What follows belongs to an exercise in optimizing a design on an open flow for small area; a production flow would make more cautious choices.
The RTL was checked by simulation tests, not by an equivalence proof against the original design.
Power is estimated from default activity; no workload was simulated. No driver is modelled on the clock port, so clocking that relies on it looks cheaper here than on a real chip.

## mipsCore
module mipsCore (
	input logic clock,
	input logic reset,
	input logic [32-1:0] wbDatR,
	input logic wbAck,
	output logic [32-1:0] wbAdr,
	output logic [32-1:0] wbDatW,
	output logic [3:0] wbSel,
	output logic wbWe,
	output logic wbCyc,
	output logic wbStb,
	output logic halted
);
	typedef enum logic [3:0] {
		sClear, sFetch, sDec, sEx1, sEx2, sLReq, sLWait, sLW2,
		sSExtra, sSReq, sSWait, sSW2, sHalt
	} stateT;
	typedef enum logic [2:0] {
		cNop, cAddSub, cLogic, cLui, cJ, cBr, cLoad, cStore
	} clsT;
	stateT state, nextState;
	clsT cls;
	logic [3:0] ph;
	logic [31:0] ar, ir, ps;
	logic [4:0] xa, xb;
	logic sgn, isByte, ovf, eqAcc, cInc, cAdd, lsh;
	logic [1:0] rdA, rdB;
	logic [63:0] lowBits;
	logic we, clr;
	logic [4:0] widx;
	logic [1:0] wd;
	assign lowBits[1:0] = 2'b00;
	genvar g;
	generate
		for (g = 1; g < 32; g++) begin : gReg
			logic sel;
			logic [31:0] r;
			assign sel = clr || (we && widx == g);
			assign lowBits[2*g +: 2] = r[1:0];
			always_ff @(posedge clock)
				r <= {sel ? (clr ? 2'b00 : wd) : r[1:0], r[31:2]};
		end
	endgenerate
	assign rdA = lowBits[{xa, 1'b0} +: 2];
	assign rdB = lowBits[{xb, 1'b0} +: 2];
	logic [1:0] ir2, ar2;
	logic [1:0] incOut;
	logic incIn, incCo;
	logic [1:0] ax, ay, sum;
	logic cin, c1, c2;
	logic [1:0] lane;
	logic [3:0] start;
	logic [1:0] nlane;
	assign ir2 = ir[1:0];
	assign ar2 = ar[1:0];
	assign incIn = (ph == 4'd1) || (cInc && ph != 4'd0);
	assign {incCo, incOut} = {1'b0, ar2} + {2'b00, incIn};
	always_comb begin
		ax = rdA;
		ay = rdB;
		cin = (ph == 4'd0) ? 1'b0 : cAdd;
		case (cls)
			cLoad, cStore: ay = (ph < 4'd8) ? ir2 : {2{sgn}};
			cBr: begin
				ax = ar2;
				ay = (ph == 4'd0) ? 2'b00 : (ph <= 4'd8) ? ir2 : {2{sgn}};
			end
			default: if (ir[1]) begin
				ay = ~rdB;
				if (ph == 4'd0)
					cin = 1'b1;
			end
		endcase
	end
	assign {c1, sum[0]} = ax[0] + ay[0] + cin;
	assign {c2, sum[1]} = ax[1] + ay[1] + c1;
	assign lane = isByte ? ar[1:0] : 2'b00;
  ...
Size: roughly 1100 flip-flops.
Settings: LEC_CHECK=0, CAP_MARGIN=20, CORE_MARGIN=2, CORE_UTILIZATION=40, SLEW_MARGIN=20; clock period 10.0 ns.
standard.sh (not shown) runs the stock make flow with config.mk's settings and CLKGATE_MAP_FILE= SYNTH_SCRIPT=/design/flow/synth_recipe.tcl, a recipe that flattens the netlist after the stock synthesis.
==> flow/flow/run.sh <==
#!/bin/bash
# The standard layout (standard.sh) with two placement/CTS options changed:
# ports are buffered with buf_1 instead of the default cell, and CTS
# clusters sinks into larger groups without inserting dummy loads.
set -eo pipefail
cp standard.sh standard_sh_copy.txt
export BUFFER_PORTS_ARGS="-buffer_cell sky130_fd_sc_hd__buf_1"
export CTS_ARGS="-sink_clustering_enable -repair_clock_nets -dont_use_dummy_load -buf_list sky130_fd_sc_hd__clkbuf_8 -sink_clustering_size 16 -sink_clustering_max_diameter 50"
bash standard.sh > standard.log 2>&1
Change:
==> flow/run.sh (new file) <==
#!/bin/bash
# synth_recipe.tcl (not shown) runs the flow's synth.tcl, then flattens the netlist and writes it again
# the make line also repeats each setting of config.mk as NAME=value (left out here)
make -C /OpenROAD-flow-scripts/flow DESIGN_CONFIG=/design/flow/config.mk WORK_HOME=/design/flow/orfs CLKGATE_MAP_FILE= SYNTH_SCRIPT=/design/flow/synth_recipe.tcl finish
--- a/flow/config.mk
+++ b/flow/config.mk
@@ -7,0 +8 @@
+export ABC_AREA = 1
@@ -10,0 +12 @@
+export CTS_BUF_LIST = sky130_fd_sc_hd__clkbuf_4
removed: flow/flow/run.sh
removed: flow/standard.sh
Result: The new run completed with no timing, DRC or antenna violations. Critical path depth rose by 3. Sequential cell count does not change. Utilization rose by 4.2 points. Routed wire length rose by 19%. Area after synthesis rose by 0.85%. Register-to-register slack degrades by 0.51 ns. Non-clock buffer count fell by 6. Final cell count rose by 29%. Fmax fell by 16%. Via count rose by about 24%. Global-route usage rose by 2.7 points.
Change:
--- a/flow/config.mk
+++ b/flow/config.mk
@@ -8 +7,0 @@
-export ABC_AREA = 1
@@ -12 +10,0 @@
-export CTS_BUF_LIST = sky130_fd_sc_hd__clkbuf_4
Non-clock buffer count rose by 5.
Power rose by 4.7%.
Clock-buffer cell count fell by 256.
Core utilization fell by 0.13 points.
Worst hold slack gets better by 0.056 ns.
Clock power rose by 7.5%.
Worst setup slack gets better by 0.43 ns.
Design area fell by 0.63%.
Wire length fell by 12%.
Change:
==> flow/flow/run.sh (new file) <==
#!/bin/bash
# The standard layout (standard.sh) with two placement/CTS options changed:
# ports are buffered with buf_1 instead of the default cell, and CTS
# clusters sinks into larger groups without inserting dummy loads.
set -eo pipefail
cp standard.sh standard_sh_copy.txt
export BUFFER_PORTS_ARGS="-buffer_cell sky130_fd_sc_hd__buf_1"
export CTS_ARGS="-sink_clustering_enable -repair_clock_nets -dont_use_dummy_load -buf_list sky130_fd_sc_hd__clkbuf_8 -sink_clustering_size 20 -sink_clustering_max_diameter 50"
bash standard.sh > standard.log 2>&1
==> flow/standard.sh (new file) <==
#!/bin/bash
# synth_recipe.tcl (not shown) runs the flow's synth.tcl, then flattens the netlist and writes it again
# the make line also repeats each setting of config.mk as NAME=value (left out here)
make -C /OpenROAD-flow-scripts/flow DESIGN_CONFIG=/design/flow/config.mk WORK_HOME=/design/flow/orfs CLKGATE_MAP_FILE= SYNTH_SCRIPT=/design/flow/synth_recipe.tcl "${@:-finish}"
removed: flow/run.sh
Effect: Routed wire length goes down by 4.1%. Sequential share of layout area rises by 6.9 points. Maximum frequency is higher by 7.7%. Cell area shrinks by 8.9%. Area after synthesis does not change. Synthesized cell count does not change. Sequential power stays flat. Count of clock-buffer cells in the layout is lower by 67.

---

Setup of run 1:
Another version of the RTL of mipsCore (not shown whole).
Size: about 1100 flip-flops, roughly 110 I/O pins, ~27000 sq um of cells after synthesis.
## mipsCore
module mipsCore (
	input logic clock,
	input logic reset,
	input logic [32-1:0] wbDatR,
	input logic wbAck,
	output logic [32-1:0] wbAdr,
	output logic [32-1:0] wbDatW,
	output logic [3:0] wbSel,
	output logic wbWe,
	output logic wbCyc,
	output logic wbStb,
	output logic halted
);
clock: 10.0 ns
lec_check: 0
cap_margin: 20
core_margin: 2
core_utilization: 40
slew_margin: 20
==> flow/flow/run.sh <==
#!/bin/bash
# The standard layout (standard.sh) with two placement/CTS options changed:
# ports are buffered with buf_1 instead of the default cell, and CTS
# clusters sinks into larger groups without inserting dummy loads.
set -eo pipefail
cp standard.sh standard_sh_copy.txt
export BUFFER_PORTS_ARGS="-buffer_cell sky130_fd_sc_hd__buf_1"
export CTS_ARGS="-sink_clustering_enable -repair_clock_nets -dont_use_dummy_load -buf_list sky130_fd_sc_hd__clkbuf_4 -root_buf sky130_fd_sc_hd__clkbuf_16 -tree_buf sky130_fd_sc_hd__clkbuf_16 -sink_clustering_size 12 -sink_clustering_max_diameter 40"
bash standard.sh > standard.log 2>&1
#### Input delta (run 2 over run 1)
- setting PLACE_DENSITY to 0.8 for the first time
==> flow/flow/run.sh <==
#!/bin/bash
# The standard layout (standard.sh) with two placement/CTS options changed:
# ports are buffered with buf_1 instead of the default cell, and CTS
# clusters sinks into larger groups without inserting dummy loads.
set -eo pipefail
cp standard.sh standard_sh_copy.txt
export BUFFER_PORTS_ARGS="-buffer_cell sky130_fd_sc_hd__buf_1"
export CTS_ARGS="-sink_clustering_enable -repair_clock_nets -dont_use_dummy_load -buf_list sky130_fd_sc_hd__clkbuf_4 -sink_clustering_size 11 -sink_clustering_max_diameter 40"
bash standard.sh > standard.log 2>&1
==> run summary <==
Changes observed in run 2 relative to run 1: accumulated negative setup slack held steady, routed wirelength normalized by instance count +about 3%. Run 2 against run 1: worst setup margin now sits lower, final instance area moved down, number of placed cells counting well taps essentially unchanged. On met1 wire length, run 1 tracks run 2 almost exactly. From run 1 to run 2 the numbers moved as follows: wire length rose 3.0%, fmax fell 9.2 MHz.
> inputs changed (run 2 -> run 3)
- clearing PLACE_DENSITY, which used to be 0.8
==> flow/flow/run.sh <==
#!/bin/bash
# The standard layout (standard.sh) with two placement/CTS options changed:
# ports are buffered with buf_1 instead of the default cell, and CTS
# clusters sinks into larger groups without inserting dummy loads.
set -eo pipefail
cp standard.sh standard_sh_copy.txt
export BUFFER_PORTS_ARGS="-buffer_cell sky130_fd_sc_hd__buf_1"
export CTS_ARGS="-sink_clustering_enable -repair_clock_nets -dont_use_dummy_load -buf_list sky130_fd_sc_hd__clkbuf_4 -sink_clustering_size 12 -sink_clustering_max_diameter 35"
bash standard.sh > standard.log 2>&1
==> comparison <==
[compare] base=run 2 new=run 3: design area shows an increase of 0.59%, routed wire length shows a reduction of 2.1%, final period demand of the worst path shows an increase of 0.11 ns, sequential group share of total power shows a reduction of 1.0 points.
Slew of the pin with the lowest slew margin on run 3 is down relative to run 2.
Run 3 vs. run 2: internal power component up about 1.4%; layout buffer count excluding clock buffers shows an increase of 2.6%; filler-free cell count of the finished design grew by 0.75%; share of synthesized cell area in and, or, nand and nor gates level.
The inputs of run 4 differ from those of run 3 as listed below.
==> flow/flow/run.sh <==
#!/bin/bash
# The standard layout (standard.sh) with two placement/CTS options changed:
# ports are buffered with buf_1 instead of the default cell, and CTS
# clusters sinks into larger groups without inserting dummy loads.
set -eo pipefail
cp standard.sh standard_sh_copy.txt
export BUFFER_PORTS_ARGS="-buffer_cell sky130_fd_sc_hd__buf_1"
export CTS_ARGS="-sink_clustering_enable -repair_clock_nets -dont_use_dummy_load -buf_list sky130_fd_sc_hd__clkbuf_4 -sink_clustering_size 11 -sink_clustering_max_diameter 40"
bash standard.sh > standard.log 2>&1
## What came out
- The higher worst hold slack came out of run 3.
- In terms of final routed wirelength across all metal layers, run 3 and run 4 differ only marginally.
- Compared with run 3, run 4 shows via count of the first global-routing pass that has gone down slightly.
- Run 4 reports its top layer reached by signal wires as met5 while run 3 reports met4.
- [compare] base=run 3 new=run 4: setup slack of the critical path after layout went down by 0.0056 ns, met3 layer usage reported by global route went down by 0.81 points, relative area of clock buffers and inverters in the final design went down by 0.27 points, fmax was more or less identical, first-iteration DRC count went up by 17%.
- Looking only at share of power burned in the clock network, and setting everything else aside, the lower value of run 3 and run 4 goes to run 4.
- From run 3 to run 4 the numbers moved as follows: delay of the slowest critical-path stage went up by 0.04 ns, global-route usage closely matched the old numbers.
Edits applied to the flow inputs when going from run 4 to run 5:
- PLACE_DENSITY now 0.8, previously not set
==> flow/flow/run.sh <==
#!/bin/bash
# The standard layout (standard.sh) with two placement/CTS options changed:
# ports are buffered with buf_1 instead of the default cell, and CTS
# clusters sinks into larger groups without inserting dummy loads.
set -eo pipefail
cp standard.sh standard_sh_copy.txt
export BUFFER_PORTS_ARGS="-buffer_cell sky130_fd_sc_hd__buf_1"
export CTS_ARGS="-sink_clustering_enable -repair_clock_nets -dont_use_dummy_load -buf_list sky130_fd_sc_hd__clkbuf_4 -sink_clustering_size 12 -sink_clustering_max_diameter 40"
bash standard.sh > standard.log 2>&1
[summary]
- Between run 4 and run 5, the global-route usage does not differ in any meaningful way.
- Having completed the whole flow, run 5 delivered a layout that passed the timing, design-rule and antenna checks.
- Run 4 ended with every stage complete and zero timing, DRC or antenna violations.
- When run 5 is set beside run 4, its non-clock buffer count turns out to be 2 smaller.
- From run 5 to run 4, post-synthesis cell area did not move at all.
- Run 5 vs run 4 — power per unit of standard cell area dropped slightly
- Between run 5 and run 4, it is run 5 whose met2 demand-to-capacity share in global routing is higher, by 2.7 points.
- Comparing run 5 and run 4, the lower clock period minus final worst setup slack is on run 5.
- On overall power of the completed layout: between run 5 and run 4, it ends up higher for run 4.
- Comparing run 4 with run 5, the multi-input combinational area share came out essentially unchanged.
- Comparing run 5 and run 4, the lower minimum setup slack in the final design is on run 4.
- Relative to run 4, final net count decreased by 0.66% in run 5.
- The share of the clock period used by the worst path after layout of run 5 falls short of that of run 4 by 0.36 points.

---

== run A ==
RTL: one of the versions met above, not the one the previous note started from.
Size: ~1700 cells after synthesis, roughly 1100 flip-flops, about 0.028 sq mm of cells after synthesis.
export LEC_CHECK = 0
export CAP_MARGIN = 20
export CORE_MARGIN = 2
export CORE_UTILIZATION = 40
export CTS_BUF_LIST = sky130_fd_sc_hd__clkbuf_8
export CTS_CLUSTER_DIAMETER = 60
export CTS_CLUSTER_SIZE = 22
export SLEW_MARGIN = 20
create_clock -name core_clock -period 10.0 [get_ports {clock}]
run.sh (not shown) runs the stock make flow with config.mk's settings and CLKGATE_MAP_FILE= SYNTH_SCRIPT=/design/flow/synth_recipe.tcl, a recipe that flattens the netlist after the stock synthesis.
Stock flow here: none of the scripts above is used.
Here is what was changed in the inputs of run B compared with run A.
Settings: CTS_CLUSTER_SIZE removed (was 22); CTS_CLUSTER_DIAMETER removed (was 60); CORE_UTILIZATION changed from 40 to 65; CTS_BUF_LIST removed (was sky130_fd_sc_hd__clkbuf_8).
==> flow/flow/run.sh (new file) <==
#!/bin/bash
# The standard layout (standard.sh) with two placement/CTS options changed:
# ports are buffered with buf_1 instead of the default cell, and CTS
# clusters sinks into larger groups without inserting dummy loads.
set -eo pipefail
cp standard.sh standard_sh_copy.txt
export BUFFER_PORTS_ARGS="-buffer_cell sky130_fd_sc_hd__buf_1"
export CTS_ARGS="-sink_clustering_enable -repair_clock_nets -dont_use_dummy_load -buf_list sky130_fd_sc_hd__clkbuf_8 -sink_clustering_size 20 -sink_clustering_max_diameter 50"
bash standard.sh > standard.log 2>&1
==> flow/standard.sh (new file) <==
#!/bin/bash
# synth_recipe.tcl (not shown) runs the flow's synth.tcl, then flattens the netlist and writes it again
# the make line also repeats each setting of config.mk as NAME=value (left out here)
make -C /OpenROAD-flow-scripts/flow DESIGN_CONFIG=/design/flow/config.mk WORK_HOME=/design/flow/orfs CLKGATE_MAP_FILE= SYNTH_SCRIPT=/design/flow/synth_recipe.tcl "${@:-finish}"
removed: flow/run.sh
==> comparison <==
Looking at HPWL after detailed placement across both flows, run B is the stronger of the two, with run A trailing.
[compare] base=run A new=run B: power share of the clock group decreased 1.0 points; final design area excluding fillers decreased 4.0%; share of post-route cells with drive strength above 1 decreased 0.37 points; internal power component decreased 0.000044 W; growth of design area from synthesis to finish decreased 4.4 points.
Run B vs run A — ratio of final minimum period to clock period dropped 4.3 points.
Comparing run B and run A, the lower multi-input gate share of total cell area was measured on run A.
The run showing the smaller total routing usage reported by global routing is run A.
[diff] total power, run B relative to run A: improvement
Higher post-route minimum period was reported by run A, not run B.
Relative to run B, the following input files were edited for run C:
Settings: CTS_BUF_LIST: unset -> sky130_fd_sc_hd__clkbuf_16; CTS_CLUSTER_DIAMETER: unset -> 80; CTS_CLUSTER_SIZE: unset -> 30; CORE_UTILIZATION: 65 -> 40.
==> flow/run.sh (new file) <==
#!/bin/bash
# synth_recipe.tcl (not shown) runs the flow's synth.tcl, then flattens the netlist and writes it again
# the make line also repeats each setting of config.mk as NAME=value (left out here)
make -C /OpenROAD-flow-scripts/flow DESIGN_CONFIG=/design/flow/config.mk WORK_HOME=/design/flow/orfs CLKGATE_MAP_FILE= SYNTH_SCRIPT=/design/flow/synth_recipe.tcl finish
removed: flow/flow/run.sh
removed: flow/standard.sh
Findings:
Run C: all stages complete, timing, DRC and antenna checks passed
Higher clock share of power goes to run C over run B.
Note that the count of clock-net buffers in the final layout recorded for run C amounts to 0.63 times the value seen in run B.
Run C vs run B — worst-case headroom to the max-slew limit rose 5.6 points.
diff inputs: run C => run D
Settings: removing CTS_BUF_LIST (formerly sky130_fd_sc_hd__clkbuf_16); removing CTS_CLUSTER_DIAMETER (formerly 80); removing CTS_CLUSTER_SIZE (formerly 30).
==> flow/flow/run.sh (new file) <==
#!/bin/bash
# The standard layout (standard.sh) with two placement/CTS options changed:
# ports are buffered with buf_1 instead of the default cell, and CTS
# clusters sinks into larger groups without inserting dummy loads.
set -eo pipefail
cp standard.sh standard_sh_copy.txt
export BUFFER_PORTS_ARGS="-buffer_cell sky130_fd_sc_hd__buf_1"
export CTS_ARGS="-sink_clustering_enable -repair_clock_nets -dont_use_dummy_load -buf_list sky130_fd_sc_hd__clkbuf_16 -sink_clustering_size 30 -sink_clustering_max_diameter 80"
bash standard.sh > standard.log 2>&1
==> flow/standard.sh (new file) <==
#!/bin/bash
# synth_recipe.tcl (not shown) runs the flow's synth.tcl, then flattens the netlist and writes it again
# the make line also repeats each setting of config.mk as NAME=value (left out here)
make -C /OpenROAD-flow-scripts/flow DESIGN_CONFIG=/design/flow/config.mk WORK_HOME=/design/flow/orfs CLKGATE_MAP_FILE= SYNTH_SCRIPT=/design/flow/synth_recipe.tcl "${@:-finish}"
removed: flow/run.sh
Notes after the runs:
- Result: PASS for each of run C and run D
- Against run C as the reference, run D delivers a lower CTS buffer count.
- | headroom to the max-slew limit | run D vs run C | worse |
- Looking at run C and run D, the count of placed standard cells including taps is a wash.
- Compared with run C, run D shows a share of the final layout cell area in multi-input gates that is 0.40 points higher.
- Changes observed in run D relative to run C: final area shrank by about 3%, number of clock-tree buffers in the layout shrank by 2.2%, number of ordinary and repair buffers in the finished layout grew by 1.

## afterwards: timing with drivers on the ports
No port has a modelled driver above. Below, the same layouts with a new extraction and two added sets of constraints.
Step 1: set_driving_cell puts a clkbuf_16 on clock and a buf_2 on each other input, an assumption about the parent block.
Step 2 also shifts input and output timing later by t, the mid clock arrival at the registers, as if the neighbouring blocks saw the same clock.
Three values: ideal, step 1, step 2; two values: the first two.
run	t, ns	setup slack, ns	worst data-port slew with drivers (ns)
the first run of note 1	0.702	5.723 / 5.670 / 5.948	0.06
the second run of note 1	1.039	4.935 / 4.882 / 4.721	0.05
the third run of note 1	0.699	5.368 / 5.311 / 5.822	0.06
the fourth run of note 1	0.712	5.699 / 5.647 / 5.956	0.06
run 1	0.629	5.441 / 5.381 / 5.587	0.07
run 2	0.879	5.241 / 5.189 / 5.121	0.09
run 3	0.975	5.128 / 5.072 / 5.649	0.07
run 4	0.931	5.123 / 5.069 / 5.536	0.07
run 5	0.896	5.159 / 5.106 / 5.131	0.09
run A	0.751	5.298 / 5.245 / 5.825	0.06
run B	0.664	5.727 / 5.699 / 5.727	0.05
run C	0.672	5.424 / 5.367 / 5.837	0.06
run D	0.633	5.776 / 5.720 / 5.943	0.06
After both steps setup and hold are still met in every run listed. For the second run of note 1, which loses most, drivers alone change the setup slack by -0.053 ns; drivers and shift together by -0.214 ns.
